This design comes from an exercise in tuning for small area on the open sky130 flow, not from production work.
Only simulation tests tie the RTL to the original design; equivalence was not proved.
Power and IR drop assume default switching activity.

==> inputs of job 2083 <==
Design boron_round_key_store, start of the top module:
module boron_round_key_store #(
  parameter int Key_Bit_Size     = 80,
  parameter int Number_of_Rounds = 26
) (
  input  logic                    clk,
  input  logic                    reset,
  input  logic                    key_load,
  input  logic [Key_Bit_Size-1:0] Key,
  input  logic [4:0]              rk_idx,
  output logic [63:0]             round_key,
  output logic                    busy,
  output logic                    ready
);
==> flow/config.mk <==
export PLATFORM = sky130hd
export DESIGN_NAME = boron_round_key_store
export DESIGN_NICKNAME = boron_round_key_store
export VERILOG_FILES = /design/flow/design.v
export SDC_FILE = /design/flow/constraint.sdc
export NUM_CORES = 4
export LEC_CHECK = 0
export ABC_AREA = 1
export CAP_MARGIN = 10
export CORE_MARGIN = 2
export CORE_UTILIZATION = 50
export GPL_TIMING_DRIVEN = 0
export SETUP_SLACK_MARGIN = 0.1
export SLEW_MARGIN = 10
==> flow/constraint.sdc <==
create_clock -name core_clock -period 5.0 [get_ports {clk}]
set_input_delay 1.0000 -clock core_clock [delete_from_list [all_inputs] [get_ports {clk}]]
set_output_delay 1.0000 -clock core_clock [all_outputs]
set_load 0.01 [all_outputs]
standard.sh (not shown) runs the stock make flow with config.mk's settings and CLKGATE_MAP_FILE= SYNTH_SCRIPT=/design/flow/synth_recipe.tcl, a recipe that flattens the netlist after the stock synthesis.
==> flow/flow/run.sh <==
#!/bin/bash
# Own layout flow for boron_round_key_store.
# 1. The standard synthesis (bash standard.sh synth) gives the registers: names and cells.
# 2. netgen.py writes the layout netlist with exactly those registers: the read rotator as
#    explicit cells, the rest as logic that yosys/ABC maps for area.
# 3. The standard layout steps run on that netlist, from the floorplan to the final layout,
#    with ports buffered by buf_1 and CTS without dummy loads.
# Each tool's full output goes to a log_*.txt file in this folder.
set -euo pipefail
W=$(pwd)
R=$W/orfs/results/$FLOW_PLATFORM/boron_round_key_store/base
LIB=$FLOW_HOME/platforms/$FLOW_PLATFORM/lib/sky130_fd_sc_hd__tt_025C_1v80.lib

bash standard.sh synth > $W/log_synth.txt 2>&1
cp $R/1_2_yosys.v $W/synth_standard.v

python3 $W/flow/netgen.py $W/synth_standard.v $W/netlist_hand.v > $W/log_netgen.txt 2>&1

DU=$(grep -o -- "-dont_use [^ ]*" $W/orfs/logs/$FLOW_PLATFORM/boron_round_key_store/base/1_2_yosys.log | sort -u | tr '\n' ' ')
yosys -l $W/log_map.txt -p "read_liberty -lib $LIB; read_verilog $W/netlist_hand.v; \
  hierarchy -check -top $FLOW_TOP; proc; opt; techmap; opt -fast; \
  abc -liberty $LIB $DU -script $W/flow/map.abc; opt_clean -purge; \
  hilomap -singleton -hicell sky130_fd_sc_hd__conb_1 HI -locell sky130_fd_sc_hd__conb_1 LO; \
  tee -o $W/map_stat.txt stat -liberty $LIB; \
  write_verilog -noattr -noexpr -nohex -nodec $W/netlist_mapped.v" > /dev/null 2>&1

# The registers must be the standard synthesis's, by name and cell.
python3 $W/flow/same_regs.py $W/synth_standard.v $W/netlist_mapped.v > $W/log_regs.txt 2>&1

cp $W/netlist_mapped.v $R/1_2_yosys.v
rm -f $R/1_synth.odb $R/1_synth.sdc
export BUFFER_PORTS_ARGS="-buffer_cell sky130_fd_sc_hd__buf_1"
export CTS_ARGS="-sink_clustering_enable -repair_clock_nets -dont_use_dummy_load -sink_clustering_size 30 -sink_clustering_max_diameter 80 -sink_buffer_max_cap_derate 2.0 -buf_list {sky130_fd_sc_hd__clkbuf_4 sky130_fd_sc_hd__clkbuf_8}"
bash standard.sh > $W/log_layout.txt 2>&1
Other scripts of this flow, unchanged in this note and not shown: flow/flow/map.abc, flow/flow/netgen.py, flow/flow/same_regs.py
==> job 578 (differences from job 2083) <==
--- a/flow/flow/run.sh
+++ b/flow/flow/run.sh
@@ -32,3 +32,3 @@
 export BUFFER_PORTS_ARGS="-buffer_cell sky130_fd_sc_hd__buf_1"
-export CTS_ARGS="-sink_clustering_enable -repair_clock_nets -dont_use_dummy_load -sink_clustering_size 30 -sink_clustering_max_diameter 80 -sink_buffer_max_cap_derate 2.0 -buf_list {sky130_fd_sc_hd__clkbuf_4 sky130_fd_sc_hd__clkbuf_8}"
+export CTS_ARGS="-sink_clustering_enable -repair_clock_nets -dont_use_dummy_load -sink_clustering_size 30 -sink_clustering_max_diameter 80 -buf_list {sky130_fd_sc_hd__clkbuf_4 sky130_fd_sc_hd__clkbuf_8}"
 bash standard.sh > $W/log_layout.txt 2>&1
==> flow_summary_export.csv <==
group,metric,value,unit
pwr,p_per_area,285,nW/um^2
layout,diodes,0,
outcome,outcome,"finished clean",
place,dp_hpwl,26700,um
[end of results for job 578]
==> flow_summary_export.csv <==
group,metric,value,unit
outcome,outcome,"aborted with a tool error",
outcome,lastStage,"clock tree synthesis (4_1_cts)",
outcome,tool.error,"[ERROR CTS-0109] sink_buffer_max_cap_derate needs to be between 0 and 1.0.",
synthesis,synth_warnings,1,
[end of results for job 2083]

* * *

==> run a <==
boron_round_key_store again, from the RTL that the note above started with.
==> flow/design.v (excerpt) <==
module boron_round_key_store #(
  parameter int Key_Bit_Size     = 80,
  parameter int Number_of_Rounds = 26
) (
  input  logic                    clk,
  input  logic                    reset,
  input  logic                    key_load,
  input  logic [Key_Bit_Size-1:0] Key,
  input  logic [4:0]              rk_idx,
  output logic [63:0]             round_key,
  output logic                    busy,
  output logic                    ready
);
Settings: LEC_CHECK=0, ABC_AREA=1, CAP_MARGIN=10, CORE_MARGIN=2, CORE_UTILIZATION=50, GPL_TIMING_DRIVEN=0, SETUP_SLACK_MARGIN=0.1, SLEW_MARGIN=10; clock period 5.0 ns.
==> flow/flow/run.sh <==
#!/bin/bash
# Own layout flow for boron_round_key_store.
# 1. The standard synthesis (bash standard.sh synth) gives the registers: names and cells.
# 2. netgen.py writes the layout netlist with exactly those registers: the read rotator as
#    explicit cells, the rest as logic that yosys/ABC maps for area.
# 3. The standard layout steps run on that netlist, from the floorplan to the final layout,
#    with ports buffered by buf_1 and CTS without dummy loads.
# Each tool's full output goes to a log_*.txt file in this folder.
set -euo pipefail
W=$(pwd)
R=$W/orfs/results/$FLOW_PLATFORM/boron_round_key_store/base
LIB=$FLOW_HOME/platforms/$FLOW_PLATFORM/lib/sky130_fd_sc_hd__tt_025C_1v80.lib

bash standard.sh synth > $W/log_synth.txt 2>&1
cp $R/1_2_yosys.v $W/synth_standard.v

python3 $W/flow/netgen.py $W/synth_standard.v $W/netlist_hand.v > $W/log_netgen.txt 2>&1

DU=$(grep -o -- "-dont_use [^ ]*" $W/orfs/logs/$FLOW_PLATFORM/boron_round_key_store/base/1_2_yosys.log | sort -u | tr '\n' ' ')
yosys -l $W/log_map.txt -p "read_liberty -lib $LIB; read_verilog $W/netlist_hand.v; \
  hierarchy -check -top $FLOW_TOP; proc; opt; techmap; opt -fast; \
  abc -liberty $LIB $DU -script $W/flow/map.abc; opt_clean -purge; \
  hilomap -singleton -hicell sky130_fd_sc_hd__conb_1 HI -locell sky130_fd_sc_hd__conb_1 LO; \
  tee -o $W/map_stat.txt stat -liberty $LIB; \
  write_verilog -noattr -noexpr -nohex -nodec $W/netlist_mapped.v" > /dev/null 2>&1

# The registers must be the standard synthesis's, by name and cell.
python3 $W/flow/same_regs.py $W/synth_standard.v $W/netlist_mapped.v > $W/log_regs.txt 2>&1

cp $W/netlist_mapped.v $R/1_2_yosys.v
rm -f $R/1_synth.odb $R/1_synth.sdc
export BUFFER_PORTS_ARGS="-buffer_cell sky130_fd_sc_hd__buf_1"
export CTS_ARGS="-sink_clustering_enable -repair_clock_nets -dont_use_dummy_load -sink_clustering_size 30 -sink_clustering_max_diameter 80 -buf_list {sky130_fd_sc_hd__clkbuf_4 sky130_fd_sc_hd__clkbuf_8}"
bash standard.sh > $W/log_layout.txt 2>&1
Other scripts of this flow, unchanged in this note and not shown: flow/flow/map.abc, flow/flow/netgen.py, flow/flow/same_regs.py
==> run b: changes against run a <==
--- a/flow/flow/run.sh
+++ b/flow/flow/run.sh
@@ -32,3 +32,3 @@
 export BUFFER_PORTS_ARGS="-buffer_cell sky130_fd_sc_hd__buf_1"
-export CTS_ARGS="-sink_clustering_enable -repair_clock_nets -dont_use_dummy_load -sink_clustering_size 30 -sink_clustering_max_diameter 80 -buf_list {sky130_fd_sc_hd__clkbuf_4 sky130_fd_sc_hd__clkbuf_8}"
+export CTS_ARGS="-sink_clustering_enable -repair_clock_nets -dont_use_dummy_load -root_buf sky130_fd_sc_hd__clkbuf_8 -buf_list {sky130_fd_sc_hd__clkbuf_4 sky130_fd_sc_hd__clkbuf_8}"
 bash standard.sh > $W/log_layout.txt 2>&1
- CAP_MARGIN: 10 -> 0
- SLEW_MARGIN: 10 -> 0
==> notes <==
Wire length: run b is lower than run a (0.22%). Non-clock buffer count is the same in run b and run a. In utilization, run a and run b hardly differ. Of run b and run a, run b has the higher register-to-register slack (gap 0.08 ns). In die area, run a and run b do not differ. Count of clock-buffer cells in the layout is the same in run a and run b. Against run b, the first-iteration DRC count of run a is smaller by about 8%. Sequential power is about the same in run a and run b.

* * *

==> run A: inputs <==
boron_round_key_store, a different RTL version from the one above (not shown whole).
## boron_round_key_store
module boron_round_key_store #(
  parameter int Key_Bit_Size     = 80,
  parameter int Number_of_Rounds = 26
) (
  input  logic                    clk,
  input  logic                    reset,
  input  logic                    key_load,
  input  logic [Key_Bit_Size-1:0] Key,
  input  logic [4:0]              rk_idx,
  output logic [63:0]             round_key,
  output logic                    busy,
  output logic                    ready
);
  function automatic logic [3:0] sbox(input logic [3:0] x);
    logic [3:0] y;
    case (x)
      4'h0: y = 4'hE;
      4'h1: y = 4'h4;
      4'h2: y = 4'hB;
      4'h3: y = 4'h1;
      4'h4: y = 4'h7;
      4'h5: y = 4'h9;
      4'h6: y = 4'hC;
      4'h7: y = 4'hA;
      4'h8: y = 4'hD;
      4'h9: y = 4'h2;
      4'hA: y = 4'h0;
      4'hB: y = 4'hF;
      4'hC: y = 4'h8;
      4'hD: y = 4'h5;
      4'hE: y = 4'h3;
      default: y = 4'h6;
    endcase
    sbox = y;
  endfunction
  logic [79:0] k_q;
  ...
==> flow/config.mk <==
export PLATFORM = sky130hd
export DESIGN_NAME = boron_round_key_store
export DESIGN_NICKNAME = boron_round_key_store
export VERILOG_FILES = /design/flow/design.v
export SDC_FILE = /design/flow/constraint.sdc
export NUM_CORES = 4
export LEC_CHECK = 0
export ABC_AREA = 1
export CAP_MARGIN = 20
export CORE_MARGIN = 2
export CORE_UTILIZATION = 40
export SLEW_MARGIN = 20
==> flow/constraint.sdc <==
create_clock -name core_clock -period 5.0 [get_ports {clk}]
set_input_delay 1.0000 -clock core_clock [delete_from_list [all_inputs] [get_ports {clk}]]
set_output_delay 1.0000 -clock core_clock [all_outputs]
set_load 0.01 [all_outputs]
==> flow/flow/run.sh <==
#!/bin/bash
# Own layout flow: the standard synthesis, then the combinational logic between the standard
# synthesis's registers is re-mapped by ABC for area (registers keep their names and cells),
# then the standard layout steps from the floorplan to the final layout.
set -euo pipefail
W=$(pwd)
R=$W/orfs/results/$FLOW_PLATFORM/boron_round_key_store/base
LIB=$FLOW_HOME/platforms/$FLOW_PLATFORM/lib/sky130_fd_sc_hd__tt_025C_1v80.lib

bash standard.sh synth > $W/log_synth.txt 2>&1

# Functional models of the combinational cells, so that yosys can re-map them.
yosys -q -p "read_liberty -ignore_miss_func $LIB; write_verilog -noattr $W/cells_all.v" > $W/log_cells.txt 2>&1
python3 $W/flow/comb_cells.py $W/cells_all.v $W/cells_comb.v >> $W/log_cells.txt 2>&1

DU=$(grep -o -- "-dont_use [^ ]*" $W/orfs/logs/$FLOW_PLATFORM/boron_round_key_store/base/1_2_yosys.log | sort -u | tr '\n' ' ')
cp $R/1_2_yosys.v $W/synth_standard.v
yosys -l $W/log_remap.txt -p "read_verilog -lib $W/cells_comb.v; read_liberty -lib -ignore_redef $LIB; \
  read_verilog -overwrite $W/cells_comb.v; read_verilog $W/synth_standard.v; \
  hierarchy -top $FLOW_TOP; flatten; proc; techmap; opt -purge; \
  abc -liberty $LIB $DU -script $W/flow/remap.abc; opt_clean -purge; \
  hilomap -singleton -hicell sky130_fd_sc_hd__conb_1 HI -locell sky130_fd_sc_hd__conb_1 LO; \
  tee -o $W/remap_stat.txt stat -liberty $LIB; \
  write_verilog -noattr -noexpr -nohex -nodec $W/synth_remap.v" > /dev/null 2>&1

# The registers must be the standard synthesis's, by name and cell.
python3 $W/flow/same_regs.py $W/synth_standard.v $W/synth_remap.v > $W/log_regs.txt 2>&1

cp $W/synth_remap.v $R/1_2_yosys.v
rm -f $R/1_synth.odb $R/1_synth.sdc
bash standard.sh > $W/log_layout.txt 2>&1
==> flow/flow/comb_cells.py <==
import re, sys
s = open(sys.argv[1]).read()
mods = re.findall(r'(module (\S+)\(.*?endmodule\n)', s, re.S)
keep = [m for m, n in mods if 'always' not in m and 'reg ' not in m]
open(sys.argv[2], 'w').write(''.join(keep))
print(len(keep), "combinational cells of", len(mods))
==> flow/flow/remap.abc <==
strash; dch; amap; topo
==> flow/flow/same_regs.py <==
import re, sys
def regs(f):
    s = open(f).read()
    return sorted(re.findall(r'^\s*(sky130_fd_sc_hd__(?:dfxtp|dfxbp|dfrtp|dfrbp|dfstp|dfsbp|dfbbp|dfbbn|dfrtn|edfxtp|edfxbp|sdf\w+|sedf\w+|dlx\w+|dlr\w+)\w*)\s+(\S+)\s*\(', s, re.M))
a, b = regs(sys.argv[1]), regs(sys.argv[2])
print(len(a), "registers in the standard synthesis,", len(b), "after re-mapping")
if a != b:
    print("register mismatch:", sorted(set(a) ^ set(b))[:20])
    sys.exit(1)
==> inputs of run X, as changes to run A <==
==> flow/run.sh (new file) <==
#!/bin/bash
# synth_recipe.tcl (not shown) runs the flow's synth.tcl, then flattens the netlist and writes it again
# the make line also repeats each setting of config.mk as NAME=value (left out here)
make -C /OpenROAD-flow-scripts/flow DESIGN_CONFIG=/design/flow/config.mk WORK_HOME=/design/flow/orfs CLKGATE_MAP_FILE= SYNTH_SCRIPT=/design/flow/synth_recipe.tcl finish
removed: flow/flow/run.sh
removed: flow/flow/comb_cells.py
removed: flow/flow/remap.abc
removed: flow/flow/same_regs.py
removed: flow/standard.sh
==> comparison table <==
Status: run A complete, no violations; run X complete, no violations
Met1 layer usage reported by global route: run A 43.8%; run X 41.8%
Maximum number of pins on one net before global-route repair: run A 58; run X 77
Sum of internal, switching and leakage power: run A 0.00503 W; run X 0.00521 W
Starting Density: run A 40.7%; run X 40.4%
Number of placed instances, taps included: run A 2254; run X 2956
Insertion delay to the later sink of the worst-skew pair: run A 0.47 ns; run X 0.49 ns
Area of the core region: run A 28700 um2; run X 36400 um2
Worst clock skew: run A 0.0157 ns; run X 0.0152 ns
Leak: run A 5.63 nW; run X 8.25 nW
Startpoint-to-endpoint class of the critical path: run A primary input to register; run X register to register
Clock period minus final worst setup slack: run A 4.72 ns; run X 4.61 ns
Register area: run A 4310 um2; run X 4300 um2
Fin Hold WS: run A 0.492 ns; run X 0.467 ns
Max IR drop VDD: run A 0.000265 V; run X 0.000267 V
Most common cell after layout, fill and taps aside: run A nor2_1; run X nand2_1
Post-layout nets: run A 1980; run X 2636
Max stage delay cell, worst path: run A a221oi_1; run X dfxtp_1
Crit path DAT: run A 5.04 ns; run X 4.96 ns
Final-layout clock-cell area share: run A 3.66%; run X 3.46%
Drt pass-1 iters: run A 8; run X 6
Reg2Reg Depth: run A 24; run X 29
Power in the clock group: run A 0.00133 W; run X 0.00138 W
Die area: run A 30600 um2; run X 38300 um2
Sort of element at the start of the critical path: run A primary input; run X register
Power consumed by sequential cells: run A 0.00171 W; run X 0.00173 W

==> afterwards: timing with drivers on the ports <==
How much do the figures lean on ideal ports? The routed layouts below were timed once more, with nothing changed but the port constraints. Step 1 assumes that a clkbuf_16 drives the clock port and a buf_2 every other input. Step 2 times the ports against the registers' clock, not the clock port: input delays grow and output delays shrink by t, the midpoint of the rising clock arrivals with the driver on. Three values: ideal ports, drivers, drivers and shift; two values: the first two.
run	shift t [ns]	setup slack, ns	clock arrival spread, ns	slew at the worst register clock pin (ns)
job 578	0.490	0.246 / 0.257 / -0.233	0.032 / 0.033	0.09 / 0.09
run a of note 2	0.499	0.306 / 0.312 / -0.187	0.030 / 0.029	0.09 / 0.09
run b of note 2	0.498	0.329 / 0.342 / -0.156	0.029 / 0.030	0.09 / 0.09
run A of note 3	0.510	0.282 / 0.308 / -0.203	0.015 / 0.015	0.07 / 0.07
run X of note 3	0.537	0.390 / 0.390 / 0.055	0.016 / 0.016	0.07 / 0.07
With both steps, setup timing fails in job 578, run a of note 2, run b of note 2 and run A of note 3, where it was met with ideal ports. For run a of note 2, which loses most, drivers alone change the setup slack by +0.006 ns; drivers and shift together by -0.493 ns.
